This is an optimization exercise on Yosys and OpenROAD, whose aim is small area, not a production implementation.
In this exercise RTL edits were held to simulation tests only and were not proved equivalent to the original.
No driver is modelled on the clock port, so clocking that relies on it looks cheaper here than on a real chip.
Power is estimated from default activity; no workload was simulated.

== alpha ==
==> flow/design.v <==
package pssm_pkg;
  localparam int PAGE_W  = 6;
  localparam int FRAME_W = 5;
  localparam int LOC_W   = 6;
  localparam int OUT_W   = 6;
  localparam int NUM_PAGES  = 64;
  localparam int SWAP_SLOTS = 64;
  localparam int SLOT_W     = $clog2(SWAP_SLOTS);
  localparam int GROUP_W    = 16;
  localparam int SUB_W      = 4;
  localparam int NUM_GROUPS = NUM_PAGES / GROUP_W;
  localparam int NUM_SUBS   = GROUP_W / SUB_W;
  localparam int GRP_W      = $clog2(NUM_GROUPS);
  localparam int POS_W      = $clog2(GROUP_W);
  localparam int SUBPOS_W   = $clog2(SUB_W);
  localparam int SUBIDX_W   = $clog2(NUM_SUBS);
  localparam int K_W        = $clog2(NUM_GROUPS + 1);
  typedef logic [1:0] opcode_t;
  localparam opcode_t OP_FIND     = 2'd0;
  localparam opcode_t OP_SWAP_OUT = 2'd1;
  localparam opcode_t OP_SWAP_IN  = 2'd2;
  localparam opcode_t OP_LOAD     = 2'd3;
  typedef logic [1:0] status_t;
  localparam status_t ST_DONE      = 2'd0;
  localparam status_t ST_NO_VALID  = 2'd1;
  localparam status_t ST_SWAP_FULL = 2'd2;
  typedef struct packed {
    logic [LOC_W-1:0]  location;
    logic [PAGE_W-1:0] vpage;
    logic              dirty;
  } row_t;
  typedef struct packed {
    logic accept;
    logic scan_step;
    logic rd_issue;
    logic exec;
    logic fail;
    logic load_out;
  } cmd_t;
  typedef struct packed {
    opcode_t op;
    logic    scan_hit;
    logic    scan_last;
    logic    out_free;
  } stat_t;
endpackage
import pssm_pkg::*;
module page_swap_slot_manager (
  input  logic                clk,
  input  logic                rst,
  input  logic                req_valid,
  output logic                req_ready,
  input  logic [1:0]          req_opcode,
  input  logic [PAGE_W-1:0]   req_page_number,
  input  logic [FRAME_W-1:0]  req_frame_number,
  input  logic                req_load_valid,
  output logic                rsp_valid,
  input  logic                rsp_ready,
  output logic [OUT_W-1:0]    rsp_victim_page,
  output logic [OUT_W-1:0]    rsp_swap_slot,
  output logic [1:0]          rsp_status
);
  logic [NUM_PAGES-1:0]  v_ring;
  logic [LOC_W-1:0]      loc_ring [NUM_PAGES];
  logic [SWAP_SLOTS-1:0] s_ring;
  logic              v_head, s_head;
  logic [LOC_W-1:0]  loc_head;
  logic              v_new, s_new;
  logic [LOC_W-1:0]  loc_new;
  logic [PAGE_W-1:0] hcnt;       
  logic              clr;        
  logic [PAGE_W-1:0] ptr;        
  logic              fscan;      
  logic              sscan;      
  logic              sk;         
  logic              upd;        
  logic [SLOT_W-1:0] slot_r;     
  logic [1:0]        last_op;    
  logic              fail;       
  assign v_head   = v_ring[NUM_PAGES-1];
  assign s_head   = s_ring[SWAP_SLOTS-1];
  assign loc_head = loc_ring[NUM_PAGES-1];
  logic idle, at_page, at_ptr, at_slot, at_zero, at_last;
  logic take, take_find, take_load, take_in, take_out;
  logic scanning, found_free, find_on, found_valid, find_fail;
  assign idle    = !clr && !rsp_valid && !fscan && !sscan && !upd;
  assign at_page = (hcnt == req_page_number);
  assign at_ptr  = (hcnt == ptr);
  assign at_slot = (hcnt == slot_r);
  assign at_zero = (hcnt == '0);
  assign at_last = &hcnt;
  always_comb begin
    case (req_opcode)
      OP_FIND:     req_ready = idle && at_ptr;
      OP_SWAP_OUT: req_ready = idle && at_page && sk;
      default:     req_ready = idle && at_page;
    endcase
  end
  assign take      = req_valid && req_ready;
  assign take_find = take && (req_opcode == OP_FIND);
  assign take_out  = take && (req_opcode == OP_SWAP_OUT);
  assign take_in   = take && (req_opcode == OP_SWAP_IN);
  assign take_load = take && (req_opcode == OP_LOAD);
  assign scanning   = sscan || (idle && req_valid && (req_opcode == OP_SWAP_OUT) && !sk && at_zero);
  assign found_free = scanning && !s_head;
  assign find_on     = take_find || fscan;
  assign found_valid = find_on && v_head;
  assign find_fail   = fscan && at_ptr;
  always_comb begin
    v_new   = v_head;
    loc_new = loc_head;
    s_new   = s_head;
    if (take_load) begin
      v_new   = req_load_valid;
      loc_new = LOC_W'(req_frame_number);
    end
    if (take_in) begin
      v_new   = 1'b1;
      loc_new = LOC_W'(req_frame_number);
    end
    if (take_out && !fail) begin
      v_new   = 1'b0;
      loc_new = slot_r;
    end
    if (upd && at_slot) s_new = (last_op == OP_SWAP_OUT);
    if (clr) begin
      v_new   = 1'b0;
      loc_new = '0;
      s_new   = 1'b0;
    end
  end
  always_ff @(posedge clk) begin
    v_ring <= {v_ring[NUM_PAGES-2:0], v_new};
    s_ring <= {s_ring[SWAP_SLOTS-2:0], s_new};
    loc_ring[0] <= loc_new;
    for (int i = 1; i < NUM_PAGES; i++) loc_ring[i] <= loc_ring[i-1];
  end
  always_ff @(posedge clk) begin
    if (rst) begin
      hcnt      <= PAGE_W'(1);
      clr       <= 1'b1;
      fscan     <= 1'b0;
      sscan     <= 1'b0;
      sk        <= 1'b0;
      upd       <= 1'b0;
      rsp_valid <= 1'b0;
    end else begin
      hcnt <= hcnt + 1'b1;
      if (clr && at_zero) clr <= 1'b0;
      if (scanning) begin
        if (!s_head) begin
          sscan <= 1'b0;
          sk    <= 1'b1;
        end else if (at_last) begin
          sscan <= 1'b0;
          sk    <= 1'b1;
        end else begin
          sscan <= 1'b1;
        end
      end
      if (upd && at_slot) upd <= 1'b0;
      if (take_in || (take_out && !fail)) upd <= 1'b1;
      if (take) sk <= 1'b0;
      if (found_valid) begin
        fscan <= 1'b0;
      end else if (find_fail) begin
        fscan <= 1'b0;
      end else if (take_find) begin
        fscan <= 1'b1;
      end
      if (rsp_valid && rsp_ready) rsp_valid <= 1'b0;
      if ((take && !take_find) || found_valid || find_fail) rsp_valid <= 1'b1;
    end
  end
  always_ff @(posedge clk) begin
    if (found_valid || clr) ptr <= hcnt;
    if (scanning) begin
      slot_r <= hcnt;
      fail   <= s_head;
    end
    if (take_in) slot_r <= loc_head;
    if (take) begin
      last_op <= req_opcode;
      if (!take_out) fail <= 1'b0;
    end
    if (find_fail) fail <= 1'b1;
  end
  always_comb begin
    rsp_victim_page = '0;
    rsp_swap_slot   = '0;
    rsp_status      = ST_DONE;
    case (last_op)
      OP_FIND: begin
        if (fail) rsp_status = ST_NO_VALID;
        else      rsp_victim_page = ptr;
      end
      OP_SWAP_OUT: begin
        if (fail) rsp_status = ST_SWAP_FULL;
        else      rsp_swap_slot = slot_r;
      end
      OP_SWAP_IN: rsp_swap_slot = slot_r;
      default: ;
    endcase
  end
endmodule
clock: 10.0 ns
lec_check: 0
cap_margin: 20
core_margin: 2
core_utilization: 60
place_density: 0.7
slew_margin: 20
standard.sh (not shown) runs the stock make flow with config.mk's settings and CLKGATE_MAP_FILE= SYNTH_SCRIPT=/design/flow/synth_recipe.tcl, a recipe that flattens the netlist after the stock synthesis.
==> flow/flow/run.sh <==
#!/bin/bash
# standard layout with these changes: CTS without dummy loads and with clkbuf_8 clusters of
# up to 22 registers, port buffers as buf_1, and after CTS a downsizing of gates with slack
# to spare (flow/post_cts.tcl)
set -euo pipefail
export CTS_ARGS="-sink_clustering_enable -repair_clock_nets -dont_use_dummy_load -sink_clustering_size 22 -sink_clustering_max_diameter 50 -buf_list {sky130_fd_sc_hd__clkbuf_8}"
export BUFFER_PORTS_ARGS="-buffer_cell sky130_fd_sc_hd__buf_1"
export POST_CTS_TCL="$PWD/flow/post_cts.tcl"
bash standard.sh > standard.log 2>&1
==> flow/flow/post_cts.tcl <==
# after CTS: downsize gates that have timing slack to spare, then repair slew and
# capacitance again and legalise the placement
estimate_parasitics -placement
repair_timing -recover_power 100 -verbose
repair_design -cap_margin 20 -slew_margin 20 -verbose
detailed_placement
check_placement -verbose
### alpha -> beta
diff --git a/flow/design.v b/flow/design.v
--- a/flow/design.v
+++ b/flow/design.v
@@ -70,6 +70,7 @@
   logic [PAGE_W-1:0] hcnt;       
   logic              clr;        
   logic [PAGE_W-1:0] ptr;        
+  logic              busy;       
   logic              fscan;      
   logic              sscan;      
   logic              sk;         
@@ -83,7 +84,9 @@
   logic idle, at_page, at_ptr, at_slot, at_zero, at_last;
   logic take, take_find, take_load, take_in, take_out;
   logic scanning, found_free, find_on, found_valid, find_fail;
-  assign idle    = !clr && !rsp_valid && !fscan && !sscan && !upd;
+  assign fscan   = busy && (last_op == OP_FIND);
+  assign upd     = busy && (last_op != OP_FIND);
+  assign idle    = !clr && !rsp_valid && !busy && !sscan;
   assign at_page = (hcnt == req_page_number);
   assign at_ptr  = (hcnt == ptr);
   assign at_slot = (hcnt == slot_r);
@@ -122,7 +125,7 @@
       v_new   = 1'b0;
       loc_new = slot_r;
     end
-    if (upd && at_slot) s_new = (last_op == OP_SWAP_OUT);
+    if (upd && at_slot) s_new = last_op[0];    
     if (clr) begin
       v_new   = 1'b0;
       loc_new = '0;
@@ -139,10 +142,9 @@
     if (rst) begin
       hcnt      <= PAGE_W'(1);
       clr       <= 1'b1;
-      fscan     <= 1'b0;
+      busy      <= 1'b0;
       sscan     <= 1'b0;
       sk        <= 1'b0;
-      upd       <= 1'b0;
       rsp_valid <= 1'b0;
     end else begin
       hcnt <= hcnt + 1'b1;
@@ -158,16 +160,11 @@
           sscan <= 1'b1;
         end
       end
-      if (upd && at_slot) upd <= 1'b0;
-      if (take_in || (take_out && !fail)) upd <= 1'b1;
+      if (upd && at_slot) busy <= 1'b0;
+      if (take_in || (take_out && !fail)) busy <= 1'b1;
       if (take) sk <= 1'b0;
-      if (found_valid) begin
-        fscan <= 1'b0;
-      end else if (find_fail) begin
-        fscan <= 1'b0;
-      end else if (take_find) begin
-        fscan <= 1'b1;
-      end
+      if (found_valid || find_fail) busy <= 1'b0;
+      else if (take_find) busy <= 1'b1;
       if (rsp_valid && rsp_ready) rsp_valid <= 1'b0;
       if ((take && !take_find) || found_valid || find_fail) rsp_valid <= 1'b1;
     end
@@ -185,21 +182,10 @@
     end
     if (find_fail) fail <= 1'b1;
   end
-  always_comb begin
-    rsp_victim_page = '0;
-    rsp_swap_slot   = '0;
-    rsp_status      = ST_DONE;
-    case (last_op)
-      OP_FIND: begin
-        if (fail) rsp_status = ST_NO_VALID;
-        else      rsp_victim_page = ptr;
-      end
-      OP_SWAP_OUT: begin
-        if (fail) rsp_status = ST_SWAP_FULL;
-        else      rsp_swap_slot = slot_r;
-      end
-      OP_SWAP_IN: rsp_swap_slot = slot_r;
-      default: ;
-    endcase
-  end
+  logic show_ptr, show_slot;
+  assign show_ptr        = !last_op[1] && !last_op[0] && !fail;    
+  assign show_slot       = (last_op[1] ^ last_op[0]) && !fail;     
+  assign rsp_victim_page = show_ptr  ? ptr    : '0;
+  assign rsp_swap_slot   = show_slot ? slot_r : '0;
+  assign rsp_status      = {fail && last_op[0], fail && !last_op[0]};
 endmodule
## What came out
Sort beta and alpha by number of combinational gates with multiple inputs asc -> top: beta
The sequential cell area fraction in the yosys report in beta sits 0.43 points above the value recorded for alpha.
Between beta and alpha, portion of total power attributed to combinational logic is lower for beta, alpha comes in above that.
Going from alpha to beta, post-layout total power shrank slightly.
beta against alpha: number of library cell types mapped by synthesis went down 1, post-route cell area went down by 78 sq um.

afterwards: timing with drivers on the ports:
No port has a modelled driver above. Below, the same layouts with a new extraction and two added sets of constraints. Step 1, drivers: a clkbuf_16 drives clk and a buf_2 each remaining input, both assumed. Step 2 also shifts input and output timing later by t, the mid clock arrival at the registers, as if the neighbouring blocks saw the same clock. Slacks: no drivers / after step 1 / after step 2; pairs: no drivers / after step 1.
run | shift t [ns] | slack for setup (ns) | hold WS [ns] | cell pins on the clock port's net
alpha | 0.603 | 4.620 / 4.589 / 4.589 | 0.268 / 0.268 / 0.268 | 1
beta | 0.597 | 4.661 / 4.624 / 4.624 | 0.286 / 0.286 / 0.286 | 1
After both steps every run listed still meets setup and hold. For beta, which loses most, drivers alone change the setup slack by -0.037 ns; drivers and shift together by -0.037 ns.
